This is an optimization exercise on Yosys and OpenROAD, whose aim is a short achievable clock period and few clock cycles, not a production implementation. In this exercise RTL edits were held to simulation tests only and were not proved equivalent to the original. Power is estimated from default activity; no workload was simulated.

### design/flow/constraint.sdc
create_clock -name core_clock -period 7.0 [get_ports {clk}]
set_input_delay 1.4000 -clock core_clock [delete_from_list [all_inputs] [get_ports {clk}]]
set_output_delay 1.4000 -clock core_clock [all_outputs]
set_load 0.01 [all_outputs]
### design/flow/run.sh
#!/bin/bash
# synth_recipe.tcl (not shown) runs the flow's synth.tcl, then flattens the netlist and writes it again
# the make line also repeats each setting of config.mk as NAME=value (left out here)
make -C /OpenROAD-flow-scripts/flow DESIGN_CONFIG=/design/flow/config.mk WORK_HOME=/design/flow/orfs CLKGATE_MAP_FILE= SYNTH_SCRIPT=/design/flow/synth_recipe.tcl finish
### design/flow/design.v
`default_nettype none
package tpu_pkg;
  typedef logic [1:0] trit_t;
  localparam trit_t trit_pos = 2'b01;    
  localparam trit_t trit_neg = 2'b11;    
  typedef logic [2*4-1:0] wgt_word_t;    
  typedef logic signed [8-1:0] act_t;
  typedef logic signed [20-1:0] acc_t;
  typedef logic [4*20-1:0] acc_vec_t;
  typedef logic [$clog2(64)-1:0] buf_idx_t;
  typedef logic [15:0] dim_t;
  typedef logic [$clog2(4+1)-1:0] skip_cnt_t;
endpackage
`default_nettype wire
`default_nettype none
module tpu_buffer #(
  parameter int  width   = 8,     
  parameter int  depth   = 64
) (
  input  logic              clk,
  input  logic              wr_en,
  input  tpu_pkg::buf_idx_t wr_idx,
  input  logic [width-1:0]   wr_data,
  input  logic              rd_en,
  input  tpu_pkg::buf_idx_t rd_idx,
  output logic [width-1:0]   rd_data
);
  logic [width-1:0] mem [depth];
  always_ff @(posedge clk) begin
    if (wr_en) begin
      mem[wr_idx] <= wr_data;
    end
    if (rd_en) begin
      rd_data <= mem[rd_idx];
    end
  end
endmodule
`default_nettype wire
`default_nettype none
module ternary_mac_row (
  input  logic               clk,
  input  logic               rst_n,
  input  logic               acc_en,       
  input  logic               acc_load,     
  input  tpu_pkg::wgt_word_t weights,      
  input  tpu_pkg::act_t      act,          
  output tpu_pkg::acc_vec_t  sums,
  output tpu_pkg::skip_cnt_t skip_count    
);
  localparam int lanes = 4;
  tpu_pkg::acc_t     act_ext;
  tpu_pkg::acc_t     base;
  tpu_pkg::acc_vec_t next_sums;
  assign act_ext = 20'(act);    
  always_comb begin
    next_sums  = sums;
    skip_count = '0;
    for (int i = 0; i < lanes; i++) begin
      base = acc_load ? '0 : sums[i*20 +: 20];
      case (weights[2*i +: 2])
        tpu_pkg::trit_pos: next_sums[i*20 +: 20] = base + act_ext;
        tpu_pkg::trit_neg: next_sums[i*20 +: 20] = base - act_ext;
        default: begin
          next_sums[i*20 +: 20] = base;
          if (acc_en) begin
            skip_count = skip_count + 1'b1;
          end
        end
      endcase
    end
  end
  always_ff @(posedge clk) begin
    if (acc_en) begin
      sums <= next_sums;
    end
  end
endmodule
`default_nettype wire
`default_nettype none
module layer_sequencer (
  input  logic              clk,
  input  logic              rst_n,
  input  logic              start,         
  input  tpu_pkg::dim_t     rows,
  input  tpu_pkg::dim_t     k,
  output logic              busy,
  output logic              done,          
  output logic              wgt_rd_en,
  output tpu_pkg::buf_idx_t wgt_rd_idx,
  output logic              act_rd_en,
  output tpu_pkg::buf_idx_t act_rd_idx,
  output logic              acc_en,
  output logic              acc_load,
  output logic              out_wr_en,
  output tpu_pkg::buf_idx_t out_wr_idx
);
  typedef enum logic [1:0] {
    st_idle,
    st_run,      
    st_drain     
  } state_t;
  state_t   state;
  tpu_pkg::dim_t     rows_q;
  tpu_pkg::dim_t     k_q;
  tpu_pkg::dim_t     row_cnt;
  tpu_pkg::dim_t     k_cnt;
  tpu_pkg::buf_idx_t act_ptr;       
  logic     drain_cnt;
  logic     iss_valid;
  logic     iss_first;
  logic     iss_last;
  logic     s1_valid;
  logic     s1_first;
  logic     s1_last;
  tpu_pkg::buf_idx_t s1_row;
  logic     s2_valid;
  tpu_pkg::buf_idx_t s2_row;
  assign iss_valid = (state == st_run);
  assign iss_first = (k_cnt == '0);
  assign iss_last  = (k_cnt == k_q - 16'd1);
  assign wgt_rd_en  = iss_valid;
  assign wgt_rd_idx = k_cnt[$clog2(64)-1:0];
  assign act_rd_en  = iss_valid;
  assign act_rd_idx = act_ptr;
  always_ff @(posedge clk or negedge rst_n) begin
    if (!rst_n) begin
      state     <= st_idle;
      busy      <= 1'b0;
      done      <= 1'b0;
      rows_q    <= '0;
      k_q       <= '0;
      row_cnt   <= '0;
      k_cnt     <= '0;
      act_ptr   <= '0;
      drain_cnt <= 1'b0;
    end else begin
      case (state)
        st_idle: begin
          if (start) begin
            rows_q    <= rows;     
            k_q       <= k;
            row_cnt   <= '0;
            k_cnt     <= '0;
            act_ptr   <= '0;
            drain_cnt <= 1'b0;
            busy      <= 1'b1;
            done      <= 1'b0;
            state     <= (rows == '0 || k == '0) ? st_drain : st_run;
          end
        end
        st_run: begin
          act_ptr <= act_ptr + 1'b1;
          if (iss_last) begin
            k_cnt   <= '0;
            row_cnt <= row_cnt + 16'd1;
            if (row_cnt == rows_q - 16'd1) begin
              state <= st_drain;
            end
          end else begin
            k_cnt <= k_cnt + 16'd1;
          end
        end
        st_drain: begin
          drain_cnt <= 1'b1;
          if (drain_cnt) begin
            state <= st_idle;
            busy  <= 1'b0;    
            done  <= 1'b1;
          end
        end
        default: state <= st_idle;
      endcase
    end
  end
  always_ff @(posedge clk or negedge rst_n) begin
    if (!rst_n) begin
      s1_valid <= 1'b0;
      s2_valid <= 1'b0;
    end else begin
      s1_valid <= iss_valid;
      s2_valid <= s1_valid & s1_last;    
    end
  end
  always_ff @(posedge clk) begin
    s1_first <= iss_first;
    s1_last  <= iss_last;
    s1_row   <= row_cnt[$clog2(64)-1:0];
    s2_row   <= s1_row;
  end
  assign acc_en     = s1_valid;
  assign acc_load   = s1_valid & s1_first;
  assign out_wr_en  = s2_valid;
  assign out_wr_idx = s2_row;
endmodule
`default_nettype wire
`default_nettype none
module tpu_regs (
  input  logic                      clk,
  input  logic                      rst_n,
  input  logic                      cpu_sel,
  input  logic                      cpu_wen,
  input  logic                      cpu_ren,
  input  logic [12-1:0] cpu_addr,
  input  logic [32-1:0] cpu_wdata,
  output logic [32-1:0] cpu_rdata,
  output logic                      cpu_ready,
  input  logic                      busy,
  input  logic                      done,
  input  tpu_pkg::skip_cnt_t        skip_count,
  output logic                      start,
  output tpu_pkg::dim_t             rows,
  output tpu_pkg::dim_t             k,
  output logic                      wgt_wr_en,
  output tpu_pkg::buf_idx_t         wgt_wr_idx,
  output tpu_pkg::wgt_word_t        wgt_wr_data,
  output logic                      act_wr_en,
  output tpu_pkg::buf_idx_t         act_wr_idx,
  output tpu_pkg::act_t             act_wr_data,
  output logic                      out_rd_en,
  output tpu_pkg::buf_idx_t         out_rd_idx,
  input  tpu_pkg::acc_vec_t         out_rd_data,
  output logic                      irq
);
  logic        wr_req;
  logic        rd_req;
  logic [7:0]  offset;
  logic        in_regs;
  logic        in_wgt;
  logic        in_act;
  logic        in_out;
  logic        ctrl_go;          
  logic        ctrl_go_d;
  logic        ctrl_irq_en;      
  logic        skip_clr;
  logic [31:0] layer_cfg;
  logic [15:0] skip_total;
  logic        perf_en;
  logic        perf_clr;
  logic [31:0] perf_busy;
  logic [31:0] perf_skip;
  logic        done_d;
  logic [32-1:0] reg_rdata;
  logic [32-1:0] rdata_q;
  logic        out_pend_q;       
  logic [1:0]  out_lane_q;
  tpu_pkg::acc_t        out_lane_val;
  assign wr_req  = cpu_sel & cpu_wen;
  assign rd_req  = cpu_sel & cpu_ren;
  assign offset  = cpu_addr[7:0];
  assign in_regs = (cpu_addr[11:8] == 4'h0);
  assign in_wgt  = (cpu_addr[11:8] == 4'(12'h100 >> 8));
  assign in_act  = (cpu_addr[11:8] == 4'(12'h200 >> 8));
  assign in_out  = (cpu_addr[11:10] == 2'(12'h400 >> 10));
  assign wgt_wr_en   = wr_req & in_wgt & ~busy;
  assign wgt_wr_idx  = cpu_addr[7:2];
  assign wgt_wr_data = cpu_wdata[2*4-1:0];    
  assign act_wr_en   = wr_req & in_act & ~busy;
  assign act_wr_idx  = cpu_addr[7:2];
  assign act_wr_data = cpu_wdata[8-1:0];
  assign out_rd_en   = rd_req & in_out;
  assign out_rd_idx  = cpu_addr[9:4];
  assign skip_clr = wr_req & in_regs & (offset == 8'h00) & cpu_wdata[1];
  assign perf_clr = wr_req & in_regs & (offset == 8'h2C) & cpu_wdata[1];
  assign start    = ctrl_go & ~ctrl_go_d;    
  assign rows     = layer_cfg[15:0];
  assign k        = layer_cfg[31:16];
  always_ff @(posedge clk or negedge rst_n) begin
    if (!rst_n) begin
      ctrl_go     <= 1'b0;
      ctrl_go_d   <= 1'b0;
      ctrl_irq_en <= 1'b0;
      layer_cfg   <= '0;
      perf_en     <= 1'b1;    
    end else begin
      ctrl_go_d <= ctrl_go;
      if (ctrl_go && busy) begin
        ctrl_go <= 1'b0;    
      end
      if (wr_req && in_regs) begin
        case (offset)
          8'h00: begin
            ctrl_go     <= cpu_wdata[0];
            ctrl_irq_en <= cpu_wdata[8];
          end
          8'h14: layer_cfg <= cpu_wdata;
          8'h2C: perf_en   <= cpu_wdata[0];
          default: ;
        endcase
      end
    end
  end
  always_ff @(posedge clk or negedge rst_n) begin
    if (!rst_n) begin
      skip_total <= '0;
      perf_busy  <= '0;
      perf_skip  <= '0;
      done_d     <= 1'b0;
      irq        <= 1'b0;
    end else begin
      if (skip_clr) begin
        skip_total <= '0;
      end else begin
        skip_total <= skip_total + 16'(skip_count);    
      end
      if (perf_clr) begin
        perf_busy <= '0;
        perf_skip <= '0;
      end else if (perf_en) begin
        if (start || busy) begin
          perf_busy <= perf_busy + 32'd1;    
        end
        perf_skip <= perf_skip + 32'(skip_count);
      end
      done_d <= done;
      if (ctrl_irq_en && done && !done_d) begin
        irq <= 1'b1;
      end else if (wr_req && in_regs && offset == 8'h04) begin
        irq <= 1'b0;    
      end
    end
  end
  always_comb begin
    reg_rdata = '0;    
    if (in_regs) begin
      case (offset)
        8'h00:       reg_rdata = {23'b0, ctrl_irq_en, 7'b0, ctrl_go};
        8'h04:     reg_rdata = {skip_total, 7'b0, done, 6'b0, busy, 1'b0};
        8'h14:  reg_rdata = layer_cfg;
        8'h18: reg_rdata = {16'h0002, 8'(4), 8'(20)};
        8'h1C:  reg_rdata = perf_busy;
        8'h20:  reg_rdata = perf_skip;
        8'h2C:  reg_rdata = {31'b0, perf_en};
        default:             reg_rdata = '0;
      endcase
    end
  end
  always_ff @(posedge clk or negedge rst_n) begin
    if (!rst_n) begin
      cpu_ready  <= 1'b0;
      out_pend_q <= 1'b0;
    end else begin
      cpu_ready  <= wr_req | rd_req;    
      out_pend_q <= out_rd_en;
    end
  end
  always_ff @(posedge clk) begin
    if (rd_req) begin
      rdata_q    <= reg_rdata;
      out_lane_q <= cpu_addr[3:2];
    end
  end
  assign out_lane_val = out_rd_data[out_lane_q*20 +: 20];
  assign cpu_rdata    = out_pend_q ?
                        {{(32-20){out_lane_val[20-1]}},
                         out_lane_val} :
                        rdata_q;
endmodule
`default_nettype wire
`default_nettype none
module tpu_top (
  input  logic                      clk,
  input  logic                      rst_n,
  input  logic                      cpu_sel,
  input  logic                      cpu_wen,
  input  logic                      cpu_ren,
  input  logic [12-1:0] cpu_addr,
  input  logic [32-1:0] cpu_wdata,
  output logic [32-1:0] cpu_rdata,
  output logic                      cpu_ready,
  output logic                      irq,
  output logic                      busy,
  output logic                      done
);
  logic      start;
  tpu_pkg::dim_t      rows;
  tpu_pkg::dim_t      k;
  tpu_pkg::skip_cnt_t skip_count;
  logic      wgt_wr_en;
  tpu_pkg::buf_idx_t  wgt_wr_idx;
  tpu_pkg::wgt_word_t wgt_wr_data;
  logic      wgt_rd_en;
  tpu_pkg::buf_idx_t  wgt_rd_idx;
  tpu_pkg::wgt_word_t wgt_rd_data;    
  logic      act_wr_en;
  tpu_pkg::buf_idx_t  act_wr_idx;
  tpu_pkg::act_t      act_wr_data;
  logic      act_rd_en;
  tpu_pkg::buf_idx_t  act_rd_idx;
  tpu_pkg::act_t      act_rd_data;
  logic      acc_en;
  logic      acc_load;
  tpu_pkg::acc_vec_t  sums;           
  logic      out_wr_en;
  tpu_pkg::buf_idx_t  out_wr_idx;
  logic      out_rd_en;
  tpu_pkg::buf_idx_t  out_rd_idx;
  tpu_pkg::acc_vec_t  out_rd_data;
  tpu_buffer #(.width(2*4), .depth(64)) u_wgt_buf (
    .clk     (clk),
    .wr_en   (wgt_wr_en),
    .wr_idx  (wgt_wr_idx),
    .wr_data (wgt_wr_data),
    .rd_en   (wgt_rd_en),
    .rd_idx  (wgt_rd_idx),
    .rd_data (wgt_rd_data)
  );
  tpu_buffer #(.width(8), .depth(64)) u_act_buf (
    .clk     (clk),
    .wr_en   (act_wr_en),
    .wr_idx  (act_wr_idx),
    .wr_data (act_wr_data),
    .rd_en   (act_rd_en),
    .rd_idx  (act_rd_idx),
    .rd_data (act_rd_data)
  );
  tpu_buffer #(.width(20*4), .depth(64)) u_out_buf (
    .clk     (clk),
    .wr_en   (out_wr_en),
    .wr_idx  (out_wr_idx),
    .wr_data (sums),
    .rd_en   (out_rd_en),
    .rd_idx  (out_rd_idx),
    .rd_data (out_rd_data)
  );
  layer_sequencer u_seq (
    .clk        (clk),
    .rst_n      (rst_n),
    .start      (start),
    .rows       (rows),
    .k          (k),
    .busy       (busy),
    .done       (done),
    .wgt_rd_en  (wgt_rd_en),
    .wgt_rd_idx (wgt_rd_idx),
    .act_rd_en  (act_rd_en),
    .act_rd_idx (act_rd_idx),
    .acc_en     (acc_en),
    .acc_load   (acc_load),
    .out_wr_en  (out_wr_en),
    .out_wr_idx (out_wr_idx)
  );
  ternary_mac_row u_mac (
    .clk        (clk),
    .rst_n      (rst_n),
    .acc_en     (acc_en),
    .acc_load   (acc_load),
    .weights    (wgt_rd_data),
    .act        (act_rd_data),
    .sums       (sums),
    .skip_count (skip_count)
  );
  tpu_regs u_regs (
    .clk         (clk),
    .rst_n       (rst_n),
    .cpu_sel     (cpu_sel),
    .cpu_wen     (cpu_wen),
    .cpu_ren     (cpu_ren),
    .cpu_addr    (cpu_addr),
    .cpu_wdata   (cpu_wdata),
    .cpu_rdata   (cpu_rdata),
    .cpu_ready   (cpu_ready),
    .busy        (busy),
    .done        (done),
    .skip_count  (skip_count),
    .start       (start),
    .rows        (rows),
    .k           (k),
    .wgt_wr_en   (wgt_wr_en),
    .wgt_wr_idx  (wgt_wr_idx),
    .wgt_wr_data (wgt_wr_data),
    .act_wr_en   (act_wr_en),
    .act_wr_idx  (act_wr_idx),
    .act_wr_data (act_wr_data),
    .out_rd_en   (out_rd_en),
    .out_rd_idx  (out_rd_idx),
    .out_rd_data (out_rd_data),
    .irq         (irq)
  );
endmodule
`default_nettype wire
### design/flow/config.mk
export PLATFORM = sky130hd
export DESIGN_NAME = tpu_top
export DESIGN_NICKNAME = tpu_top
export VERILOG_FILES = /design/flow/design.v
export SDC_FILE = /design/flow/constraint.sdc
export NUM_CORES = 4
export LEC_CHECK = 0
export CAP_MARGIN = 20
export CORE_MARGIN = 2
export CORE_UTILIZATION = 40
export SLEW_MARGIN = 20
export SYNTH_MEMORY_MAX_BITS = 16384
==> results.py <==
metrics = {
    "status": {
        "outcome": "finished clean",
    },
    "synthesis": {
        "synthMuxAreaShare_pct": 15.7,
        "synth.most_common_cell": "edfxtp_1",
        "synth.distinct_cells": 87,
        "ys_ff_latch": 6565,
        "netlist.area_leader.share_pct": 73.9,
        "syn_inst": 12800,
        "synthFlopType": "edfxtp_1",
        "synth_common_cells": "edfxtp_1 (6354), mux4_2 (1338), mux2i_1 (837), clkbuf_1 (425), nor2_1 (416)",
        "synth-xor-area-share_pct": 0.614,
        "synthSimpleGateAreaFrac_pct": 2.43,
        "synth_top_area_cell": "edfxtp_1",
        "synth_compound_area_share_pct": 3.67,
        "synth.yosys.seq_area_share_pct": 75.9,
        "yosys_warnings": 5,
        "syn_area_per_cell_um2": 20.2,
        "synthTopCellsByArea": "edfxtp_1 (74%), mux4_2 (12%), mux2i_1 (3.2%)",
        "synth_edf_count": 6354,
        "syn_area_mm2": 0.258,
        "synth_top_family_by_area": "multiplexers",
        "synthAdderAreaFrac_pct": 0.502,
        "synth_nets": 12900,
        "synth_async_sr_flop_share_pct": 3.00,
    },
    "hold_path": {
        "min_path_type": "input pin to async pin",
    },
    "routing": {
        "drtAntennaViolNets": 0,
        "drt_iter0_markers": 21300,
        "drc_errors": 0,
        "vias_per_cell": 6.08,
        "drt_wl_total_um": 776000,
        "num_vias": 137000,
        "drt_first_pass_iters": 6,
        "avgRoutedWirePerCell_um": 34.5,
    },
    "critical_path": {
        "cp_cell_sequence": "buf_4 -> mux4_2 -> nand2_1 -> o21ai_0 -> clkdlybuf4s50_1",
        "max_stage_delay_ns": 0.95,
        "crit_family": "buffers and inverters",
        "worst-setup-path-type": "flop to output pin",
        "rrSetupSlack_ns": 1.61,
        "critPathBufInv": 2,
        "critPathLaunchType": "flop",
        "cp_max_fo": 13,
        "critPathSlowestCell": "edfxtp_1",
        "required_ns": 5.60,
        "cp_data_arrival_time_ns": 4.41,
        "end_kind": "output pin",
    },
    "global_routing": {
        "overflow": 0,
        "grt_pass1_wl_um": 1070000,
        "antenna_found_initial": 53,
        "grt_max_degree": 127,
        "grt_pass1_vias": 132000,
        "grt_use_total_pct": 23.1,
    },
    "sta": {
        "final-hold-violation-count": 0,
        "fin_crit_sh_pct": 83.0,
        "rsz0062_at_grt": "no",
        "fin_skew_ns": 0.0684,
        "setup_ws_ns": 1.19,
        "report.final.setup_viol": 0,
        "relSlewSlack_pct": 20.8,
        "fmax_mhz": 172,
        "finalCriticalPeriod_ns": 5.81,
        "finalSetupTns_ns": 0,
        "tightest_slew_ns": 1.19,
        "slew_viol_final": 0,
    },
    "placement": {
        "gp_congestion": 0.833,
        "io_buffer_count": 84,
        "dp_hpwl_um": 421000,
        "place_ws_ns": 1.67,
        "place_area_mm2": 0.273,
    },
    "power_and_ir_drop": {
        "cellPowerDensity_mw_per_mm2": 346,
        "switching_share_pct": 27.3,
        "leakagePower_nw": 93.7,
        "p_sw_mw": 27.7,
        "power_frac_clock_pct": 34.5,
        "p_comb_share_pct": 17.3,
        "worst_ir_drop_vdd_mv": 0.290,
        "p_seq_share_pct": 48.2,
        "p_int_mw": 73.9,
    },
    "floorplan": {
        "rows": 295,
        "initial_core_util_pct": 40.1,
        "core_mm2": 0.644,
        "pin_count": 85,
        "die_w_um": 808,
        "fp.dieH_um": 808,
        "die-area_mm2": 0.652,
    },
    "clocking": {
        "cts.sinks": 6565,
        "cts_buffer_depth": 4,
        "clock_latency_ns": 1.14,
        "clk_transition_reported_paths_ns": 0.06,
        "clockRootBuffer": "clkbuf_16",
        "cts_buffers": 671,
        "cts_max_level": 6,
        "ctsResizeCount": 0,
        "cts_setup_buffers": 0,
        "cts_tree": "done",
        "holdBufCountCts": 0,
    },
    "job": {
        "drv_cap": 0,
    },
    "cells_and_area": {
        "n_fill_cell": 53900,
        "final_area_mm2": 0.294,
        "final_nets": 13400,
        "syn2layout_area_growth_pct": 13.8,
        "drive_gt1_share_pct": 22.2,
    },
}
==> power groups by stage <==
stage | sequential, mW | clock (mW) | combinational [mW]
detailed placement | 49.8 | 0 | 17.2
global placement | 49.8 | 0 | 17.0
finish | 49.0 | 35.1 | 17.5
floorplan | 51.8 | 0 | 9.06
CTS | 49.0 | 35.5 | 17.3
global route | 49.0 | 36.9 | 18.8
==> cell type report <==
class | count | area, um2 | share of cell area (%)
Clock inverter | 378 | 3700 | 1.26
Sequential cell | 6565 | 196000 | 66.7
Timing Repair Buffer | 567 | 5730 | 1.95
Multi-Input combinational cell | 5421 | 59800 | 20.3
Antenna cell | 22 | 55.1 | 0.0187
Inverter | 68 | 263 | 0.0894
Clock buffer | 843 | 17600 | 6.00
Tap cell | 8613 | 10800 | 3.67
==> per-stage QoR <==
step	hold slack (ns)	instances	total power, mW	util, %
after floorplan	0.310	12800	60.9	-
after global placement	0.315	21200	66.8	42.2
after detailed placement	0.312	21200	67.1	42.3
final	0.273	22500	102	45.6
after global routing	0.297	22500	105	45.6
after CTS	0.239	22500	102	45.6
==> logic make-up (layout without fill, tap and decap cells) <==
kind of cell / after synthesis / after routing
xor+xnor: 181 / 181
buf+inv: 786 / 1856
mux: 2355 / 2355
compound gates: 1451 / 1451
flops: 6565 / 6565
simple gates: 1334 / 1334
other cells: 0 / 22
fa+ha+maj: 100 / 100
==> state kept, by name, summed over array words and instances, names as in the netlist, 8 cells and up <==
register,cells
u_seq.k_cnt,16
u_act_buf.rd_data,8
u_seq.row_cnt,16
u_wgt_buf.mem,512
u_regs.perf_skip,32
u_regs.perf_busy,32
u_seq.k_q,16
u_regs.layer_cfg,32
u_regs.skip_total,16
u_act_buf.mem,512
u_out_buf.rd_data,80
u_regs.rdata_q,32
u_seq.rows_q,16
u_mac.sums,80
u_wgt_buf.rd_data,8
u_out_buf.mem,5120
==> layout by cell type, fill, tap and decap left out, types with 22 or more instances in the layout <==
cell type / count
a31oi_1: 23
clkbuf_1: 160
a22oi_1: 72
xnor2_1: 96
xor2_1: 85
diode_2: 22
inv_1: 61
dfrtp_1: 188
buf_12: 87
clkbuf_16: 678
and2_1: 87
o311ai_0: 29
a211oi_1: 54
mux2i_1: 837
clkinv_2: 103
bufinv_16: 49
nor4_1: 35
and3_1: 28
nand4_1: 29
nor2_4: 65
nor3_1: 69
nand2_1: 360
nand3_1: 141
mux4_2: 1338
nor2_1: 348
mux2_2: 180
o22ai_1: 271
ha_1: 94
clkinv_1: 154
buf_4: 396
or3_1: 34
a21o_1: 45
clkdlybuf4s50_1: 69
edfxtp_1: 6354
o21ai_0: 294
a22o_1: 23
nand2b_1: 27
a21oi_1: 315
o221ai_1: 98
==> final timing paths <==
check / startpoint / endpoint / depth (start not counted)
min in group core_clock: u_seq.s1_row[2] / u_seq.s2_row[2] / 0
setup reg to reg: u_wgt_buf.rd_data[2] / u_regs.perf_skip[29] / 17
setup / recovery: u_regs.out_lane_q[1] / cpu_rdata[31] / 5
hold reg to reg: u_seq.s1_row[2] / u_seq.s2_row[2] / 0
hold / removal: rst_n / u_regs.perf_busy[24] / 1
max in group asynchronous: rst_n / u_seq.s1_valid / 2
==> metal layers <==
| layer | part of all wire (%) | global-route usage [%] | vias up |
|---|---|---|---|
| li1 | - | - | 54100 |
| met3 | 9.8 | 4.15 | 1268 |
| met5 | 0.026 | 0 | - |
| met1 | 41 | 33.4 | 73600 |
| met2 | 46 | 36.0 | 7696 |
| met4 | 3.2 | 6.81 | 30 |
Testbench counts, summed over its fixed seeds: cycles 70,431.

==> port drivers added, routing unchanged <==
In the flow no input, the clock included, has a driving cell. The finished layout below was timed again as built, in two steps.
Step 1 (the two cells are an assumption about what drives the block):
set clk [get_ports {clk}]
set_driving_cell -lib_cell sky130_fd_sc_hd__clkbuf_16 $clk
set_driving_cell -lib_cell sky130_fd_sc_hd__buf_2 [delete_from_list [all_inputs] $clk]
Step 2 moves the port delays by t, midway between the first and last clock arrival at a register: inputs arrive t later, outputs are due t later. That takes back most of the time a late clock gives input paths.
Slacks: no drivers / after step 1 / after step 2; pairs: no drivers / after step 1.
t, ns: 1.224
setup WS [ns]: 1.190 / 1.065 / 1.615
cell pins on the clock port's net: 1
After both steps this run still meets setup and hold. For this run, drivers alone change the setup slack by -0.125 ns; drivers and shift together by +0.425 ns.
